From an optimization exercise on the open Yosys and OpenROAD flow, aimed at small area and a short achievable clock period; shortcuts taken in it are not production practice.
At most, simulation tests tie the RTL to the original design; equivalence was not proved.

## old
==> flow/design.v <==
package fpu_pkg;
	typedef struct packed {
		logic                  sign;
		logic [8-1:0] exp;
		logic [23-1:0] man;    
	} fpu_float_t;
	typedef struct packed {
		logic [5:0] op1;    
		logic [4:0] fmt;    
		logic [5:0] op2;    
	} fpu_instr_t;
	typedef enum logic [2:0] {
		OP_ADD,
		OP_SUB,
		OP_ABS,
		OP_NEG,
		OP_FTOI,
		OP_ITOF,
		OP_INVALID
	} fpu_op_t;
	typedef struct packed {
		logic [32-1:0] value;
		logic [4-1:0]  exc;    
	} fpu_res_t;
endpackage
`timescale 1ns/1ps
`default_nettype none
module fpu_lzc #(
	parameter int LOG = 6
) (
	input  logic [(1<<LOG)-1:0] value,
	output logic [LOG-1:0]      count
);
	localparam int N = 1 << LOG;
	logic [N-1:0]   v [LOG+1];
	logic [LOG-1:0] c [LOG+1][N];
	genvar l, j;
	generate
		for (j = 0; j < N; j++) begin : g_leaf
			assign v[0][j] = value[N-1-j];
			assign c[0][j] = '0;
		end
		for (l = 1; l <= LOG; l++) begin : g_lvl
			for (j = 0; j < (N >> l); j++) begin : g_node
				assign v[l][j] = v[l-1][2*j] | v[l-1][2*j+1];
				if (l == 1) begin : g_first
					assign c[l][j] = LOG'(~v[0][2*j]);
				end else begin : g_rest
					assign c[l][j] = v[l-1][2*j] ? LOG'(c[l-1][2*j][l-2:0])
					                             : LOG'({1'b1, c[l-1][2*j+1][l-2:0]});
				end
			end
			for (j = (N >> l); j < N; j++) begin : g_pad
				assign v[l][j] = 1'b0;
				assign c[l][j] = '0;
			end
		end
	endgenerate
	assign count = c[LOG][0];
endmodule
`default_nettype wire
`default_nettype none
module fpu_pfx_add #(
	parameter int W = 32
) (
	input  logic [W-1:0] x,
	input  logic [W-1:0] y,
	input  logic         cin,
	output logic [W:0]   s
);
	localparam int N = W + 1;
	localparam int L = $clog2(N);
	logic [N-1:0] g [L+1];
	logic [N-1:0] p [L+1];
	always_comb begin
		g[0] = {x & y, cin};
		p[0] = {x ^ y, 1'b0};
		for (int l = 0; l < L; l++) begin
			for (int i = 0; i < N; i++) begin
				if (((i >> l) & 1) != 0) begin
					g[l+1][i] = g[l][i] | (p[l][i] & g[l][((i >> l) << l) - 1]);
					p[l+1][i] = p[l][i] & p[l][((i >> l) << l) - 1];
				end else begin
					g[l+1][i] = g[l][i];
					p[l+1][i] = p[l][i];
				end
			end
		end
	end
	assign s = {1'b0, x ^ y} ^ g[L];
endmodule
`default_nettype wire
`timescale 1ns/1ps
`default_nettype none
module fpu_addsub (
	input  fpu_pkg::fpu_instr_t        instr,
	input  fpu_pkg::fpu_float_t        a,
	input  fpu_pkg::fpu_float_t        b,
	output logic [34:0]                s,           
	output logic [8-1:0]      e_w,         
	output logic                       sign,        
	output logic                       float_sel,   
	output logic                       addsub,
	output logic                       eff_sub,     
	output logic                       spec,        
	output logic                       qnan,        
	output logic                       ftoi_ovf,
	output logic                       ftoi_nan,
	output logic                       invalid
);
	localparam int EW = 8;
	localparam int MW = 23;
	wire cop1   = (instr.op1 == 6'b010001);
	wire fmt_s  = (instr.fmt == 5'b10000);
	wire op_as  = cop1 && fmt_s && (instr.op2[5:1] == 5'd0);
	wire op_abs = cop1 && fmt_s && (instr.op2 == 6'b000101);
	wire op_neg = cop1 && fmt_s && (instr.op2 == 6'b000111);
	wire op_f2i = cop1 && (instr.fmt == 5'b00000) && (instr.op2 == 6'b000000);
	wire op_i2f = cop1 && (instr.fmt == 5'b00100) && (instr.op2 == 6'b000000);
	wire a_ez   = (a.exp == '0);
	wire b_ez   = (b.exp == '0);
	wire a_spec = &a.exp;
	wire b_spec = &b.exp;
	wire a_nan  = a_spec && (a.man != '0);
	wire b_nan  = b_spec && (b.man != '0);
	wire [MW:0]   a_m = {!a_ez, a.man};
	wire [MW:0]   b_m = {!b_ez, b.man};
	wire [EW-1:0] a_e = {a.exp[EW-1:1], a.exp[0] | a_ez};
	wire [EW-1:0] b_e = {b.exp[EW-1:1], b.exp[0] | b_ez};
	wire b_sign = b.sign ^ instr.op2[0];
	wire es     = a.sign ^ b_sign;
	logic [24:0] mge_s;
	fpu_pfx_add #(.W(24)) u_cmp (
		.x  (a_m),
		.y  (~b_m),
		.cin(1'b1),
		.s  (mge_s)
	);
	wire sp     = a_spec || b_spec;
	wire f_big  = (a.exp > 8'd158) || ((a.exp == 8'd158) && !(a.sign && (a.man == '0)));
	wire f_ok   = !f_big;
	wire [EW:0]   d_ab = {1'b0, a_e} - {1'b0, b_e};
	wire [EW-1:0] d_ba = b_e - a_e;
	wire [EW-1:0] d_f  = 8'd158 - a_e;
	wire [EW-1:0] d    = op_f2i ? d_f : d_ab[EW] ? d_ba : d_ab[EW-1:0];
	wire          a_ge = !d_ab[EW] && ((d_ab[EW-1:0] != '0) || mge_s[24]);
	wire w_a    = a_ge && !b_nan;    
	wire sel_lb = op_as && !sp && w_a;
	wire sel_la = (op_as && !sp && !w_a) || (op_f2i && f_ok);
	wire [MW:0] m_l = sel_lb ? b_m : (sel_la ? a_m : '0);
	wire [32:0] f = (d[7:6] != 2'b00) ? 33'd0 : ({m_l, 9'b0} >> d[5:0]);
	logic [MW:0] m_or [6];
	logic        st;
	always_comb begin
		m_or[0] = m_l;
		for (int l = 0; l < 5; l++)
			for (int i = 0; i <= MW; i++)
				m_or[l+1][i] = m_or[l][i] |
				               ((((i >> l) & 1) != 0) ? m_or[l][((i >> l) << l) - 1] : 1'b0);
		st = 1'b0;
		for (int i = 10; i < 34; i++)
			if (d == EW'(i))
				st = m_or[5][i-10];
		if (d >= 8'd34)
			st = m_or[5][MW];
	end
	wire [MW:0]  m_w = w_a ? a_m : b_m;
	wire [31:0]  x1n = {op_neg & ~a.sign, a.exp, a.man};
	wire [33:0]  x   = (op_abs | op_neg) ? {x1n, 2'b00} :
	                   op_as ? {m_w, 10'b0} : 34'd0;
	wire [33:0]  y   = {f, st} | (op_i2f ? {b, 2'b00} : 34'd0);
	wire sub = (op_as && !sp && es) || (op_f2i && a.sign) || (op_i2f && b.sign);
	wire [33:0] yx  = {y[33:1] ^ {33{sub}}, op_f2i | (y[0] ^ sub)};
	wire        y34 = sub && !op_i2f;
	wire        cin = sub || op_f2i;
	logic [35:0] s_full;
	fpu_pfx_add #(.W(35)) u_add (
		.x  ({1'b0, x}),
		.y  ({y34, yx}),
		.cin(cin),
		.s  (s_full)
	);
	assign s = s_full[34:0];
	assign e_w       = op_as ? (w_a ? a_e : b_e) : 8'd158;
	assign float_sel = op_as | op_i2f;
	assign addsub    = op_as;
	assign eff_sub   = op_as & es;
	assign spec      = op_as & sp;
	wire w_sign  = a_ge ? a.sign : b_sign;
	wire sp_sign = (a_spec && !b_spec) ? a.sign :
	               (!a_spec && b_spec) ? b_sign :
	               b_nan ? b.sign :
	               a_nan ? a.sign :
	               (es | a.sign);
	assign sign = op_as ? (sp ? sp_sign : w_sign) : b.sign;
	assign qnan = op_as & (a_nan | b_nan | (a_spec & b_spec & es));
	assign ftoi_nan = op_f2i & a_nan;
	assign ftoi_ovf = op_f2i & !a_nan & f_big;
	assign invalid  = !(op_as | op_abs | op_neg | op_f2i | op_i2f);
endmodule
`default_nettype wire
`timescale 1ns/1ps
`default_nettype none
module fpu_convert (
	input  logic [34:0]           s,
	input  logic [8-1:0] e_w,
	input  logic                  sign,
	input  logic                  float_sel,
	input  logic                  addsub,
	input  logic                  eff_sub,
	input  logic                  spec,
	input  logic                  qnan,
	input  logic                  ftoi_ovf,
	input  logic                  ftoi_nan,
	input  logic                  invalid,
	output fpu_pkg::fpu_res_t     result
);
	localparam int EW = 8;
	localparam int MW = 23;
	logic [34:0] mark;
	always_comb begin
		for (int i = 0; i < 35; i++)
			mark[i] = (e_w == EW'(34 - i));
	end
	logic [5:0] lz;
	fpu_lzc #(
		.LOG(6)
	) u_lzc (
		.value({s | mark, 1'b1, 28'd0}),
		.count(lz)
	);
	logic [34:0] n;
	always_comb begin
		n = s;
		for (int k = 5; k >= 0; k--)
			if (lz[k])
				n = n << (1 << k);
	end
	wire [MW:0]   m    = n[34:11];
	wire          g    = n[10];
	wire          st   = |n[9:0];
	wire          rnd  = g & (m[0] | st);
	logic [MW+1:0] m_r;
	fpu_pfx_add #(.W(MW+1)) u_rnd (
		.x  (m),
		.y  ('0),
		.cin(rnd),
		.s  (m_r)
	);
	wire [EW:0]   e0   = {1'b0, e_w} + 9'd1 - {3'b0, lz};
	wire [EW:0]   e1   = e0 + 9'd1;
	wire          cy   = m_r[MW+1];
	wire [EW-1:0] e_r  = cy ? e1[EW-1:0] : e0[EW-1:0];
	wire          big  = e0[EW] | (&e0[EW-1:0]);
	wire          ovf  = big | (cy & (e0 == 9'd254));
	wire          hid  = m_r[MW+1] | m_r[MW];
	wire          zero = (s == '0);
	wire          sgn  = sign & !(eff_sub & zero);
	wire [EW-1:0] f_exp = big ? 8'hff : (hid ? e_r : 8'd0);
	wire [MW-1:0] f_man = (big & !spec) ? 23'd0 : {m_r[MW-1] | qnan, m_r[MW-2:0]};
	wire [31:0]   f_val = {sgn, f_exp, f_man};
	assign result.value = float_sel ? f_val : s[33:2];
	assign result.exc   = {invalid, 1'b0, ftoi_nan, ftoi_ovf | (addsub & !spec & ovf)};
endmodule
`default_nettype wire
`timescale 1ns/1ps
`default_nettype none
module fpu_issue (
	input  logic                  clk,
	input  logic                  arst_n,
	input  logic                  issue,
	input  logic [34:0]           s_d,
	input  logic [8-1:0] e_d,
	input  logic [8:0]            f_d,
	output logic [34:0]           s_q,
	output logic [8-1:0] e_q,
	output logic [8:0]            f_q,
	output logic                  done
);
	always_ff @(posedge clk) begin
		s_q <= s_d;
		e_q <= e_d;
		f_q <= f_d;
	end
	always_ff @(posedge clk or negedge arst_n) begin
		if (!arst_n)
			done <= 1'b0;
		else
			done <= issue;
	end
endmodule
`default_nettype wire
`timescale 1ns/1ps
`default_nettype none
module fpu_top (
	input  logic                   clk,
	input  logic                   arst_n,
	input  logic                   issue,
	input  fpu_pkg::fpu_instr_t    instr,
	input  logic [32-1:0] x1,
	input  logic [32-1:0] x2,
	output fpu_pkg::fpu_res_t      result,
	output logic                   done
);
	logic [34:0]           s_d, s_q;
	logic [8-1:0] e_d, e_q;
	logic [8:0]            f_d, f_q;
	fpu_addsub u_addsub (
		.instr    (instr),
		.a        (x1),
		.b        (x2),
		.s        (s_d),
		.e_w      (e_d),
		.sign     (f_d[0]),
		.float_sel(f_d[1]),
		.addsub   (f_d[2]),
		.eff_sub  (f_d[3]),
		.spec     (f_d[4]),
		.qnan     (f_d[5]),
		.ftoi_ovf (f_d[6]),
		.ftoi_nan (f_d[7]),
		.invalid  (f_d[8])
	);
	fpu_issue u_issue (
		.clk   (clk),
		.arst_n(arst_n),
		.issue (issue),
		.s_d   (s_d),
		.e_d   (e_d),
		.f_d   (f_d),
		.s_q   (s_q),
		.e_q   (e_q),
		.f_q   (f_q),
		.done  (done)
	);
	fpu_convert u_convert (
		.s        (s_q),
		.e_w      (e_q),
		.sign     (f_q[0]),
		.float_sel(f_q[1]),
		.addsub   (f_q[2]),
		.eff_sub  (f_q[3]),
		.spec     (f_q[4]),
		.qnan     (f_q[5]),
		.ftoi_ovf (f_q[6]),
		.ftoi_nan (f_q[7]),
		.invalid  (f_q[8]),
		.result   (result)
	);
endmodule
`default_nettype wire
Settings: LEC_CHECK=0, ABC_AREA=1, CAP_MARGIN=50, CORE_MARGIN=2, CORE_UTILIZATION=50, PLACE_DENSITY=0.65, SLEW_MARGIN=70; clock period 19.0 ns.
standard.sh (not shown) runs the stock make flow with config.mk's settings and CLKGATE_MAP_FILE= SYNTH_SCRIPT=/design/flow/synth_recipe.tcl, a recipe that flattens the netlist after the stock synthesis.
==> flow/flow/run.sh <==
#!/bin/bash
# Layout flow: the standard layout (standard.sh, with its standard synthesis unchanged)
# with two changes to how the layout is optimised, none to the constraints:
#  - every port still gets a buffer, but a sky130_fd_sc_hd__buf_2 rather than the default
#    cell buffer_ports picks;
#  - the resizer's repair_timing aims for 8 ns of setup slack, so it works on the
#    critical paths although the 19 ns clock is met anyway.
# make's output goes to standard.log; each ORFS step's tool log is copied to tool_logs/.
set -e
bash standard.sh finish SETUP_SLACK_MARGIN=8 "BUFFER_PORTS_ARGS=-buffer_cell sky130_fd_sc_hd__buf_2" > standard.log 2>&1
mkdir -p tool_logs
cp orfs/logs/*/*/*/*.log tool_logs/ 2>/dev/null || true
old went all the way through synthesis, placement and routing and the layout is clean on timing, DRC and antenna.
For new, these inputs were changed with respect to old:
--- a/flow/design.v
+++ b/flow/design.v
@@ -230,11 +230,5 @@
 		.count(lz)
 	);
-	logic [34:0] n;
-	always_comb begin
-		n = s;
-		for (int k = 5; k >= 0; k--)
-			if (lz[k])
-				n = n << (1 << k);
-	end
+	wire [34:0]   n    = s << lz;
 	wire [MW:0]   m    = n[34:11];
 	wire          g    = n[10];
--- outcome ---
- Number of setup buffers added after CTS: old vs new identical
- Of the two candidates, old has the better die area and new the worse one.
- new: sequential cell area share is 0.26 points lower than what old reported.
- From old to new the numbers moved as follows: slack of the critical path shows an increase of 93 ps, minimum hold slack held steady, global-route wire length before repair +1.8%, number of standard cells in the layout, taps in and fillers out went up 96.
- Wire length in new is 1100 µm above old.
For new, only the layout was checked, not whether the RTL still works.

==> re-timing with driven ports <==
The results above use ideal ports. As a check the final layouts listed here were re-extracted and re-timed, cells and wires unchanged.
Step 1 assumes that a clkbuf_16 drives the clock port and a buf_2 every other input.
Step 2 adds t to the input delays and takes it off the output delays; t is the mean of the earliest and latest rising clock arrival at the registers after step 1. Input paths then give back, and output paths get back, about the clock's delay inside the block.
a / b / c = no drivers / after step 1 / after step 2; a / b = the first two.
run	t (ns)	setup slack, ns	worst slew at a driven data input, ns
old	0.325	8.548 / 8.567 / 8.243	0.04
new	0.333	8.641 / 8.664 / 8.332	0.04
After both steps setup and hold are still met in every run listed. The setup slack of new, which loses most, moves by +0.023 ns with the drivers and by -0.309 ns with both steps.
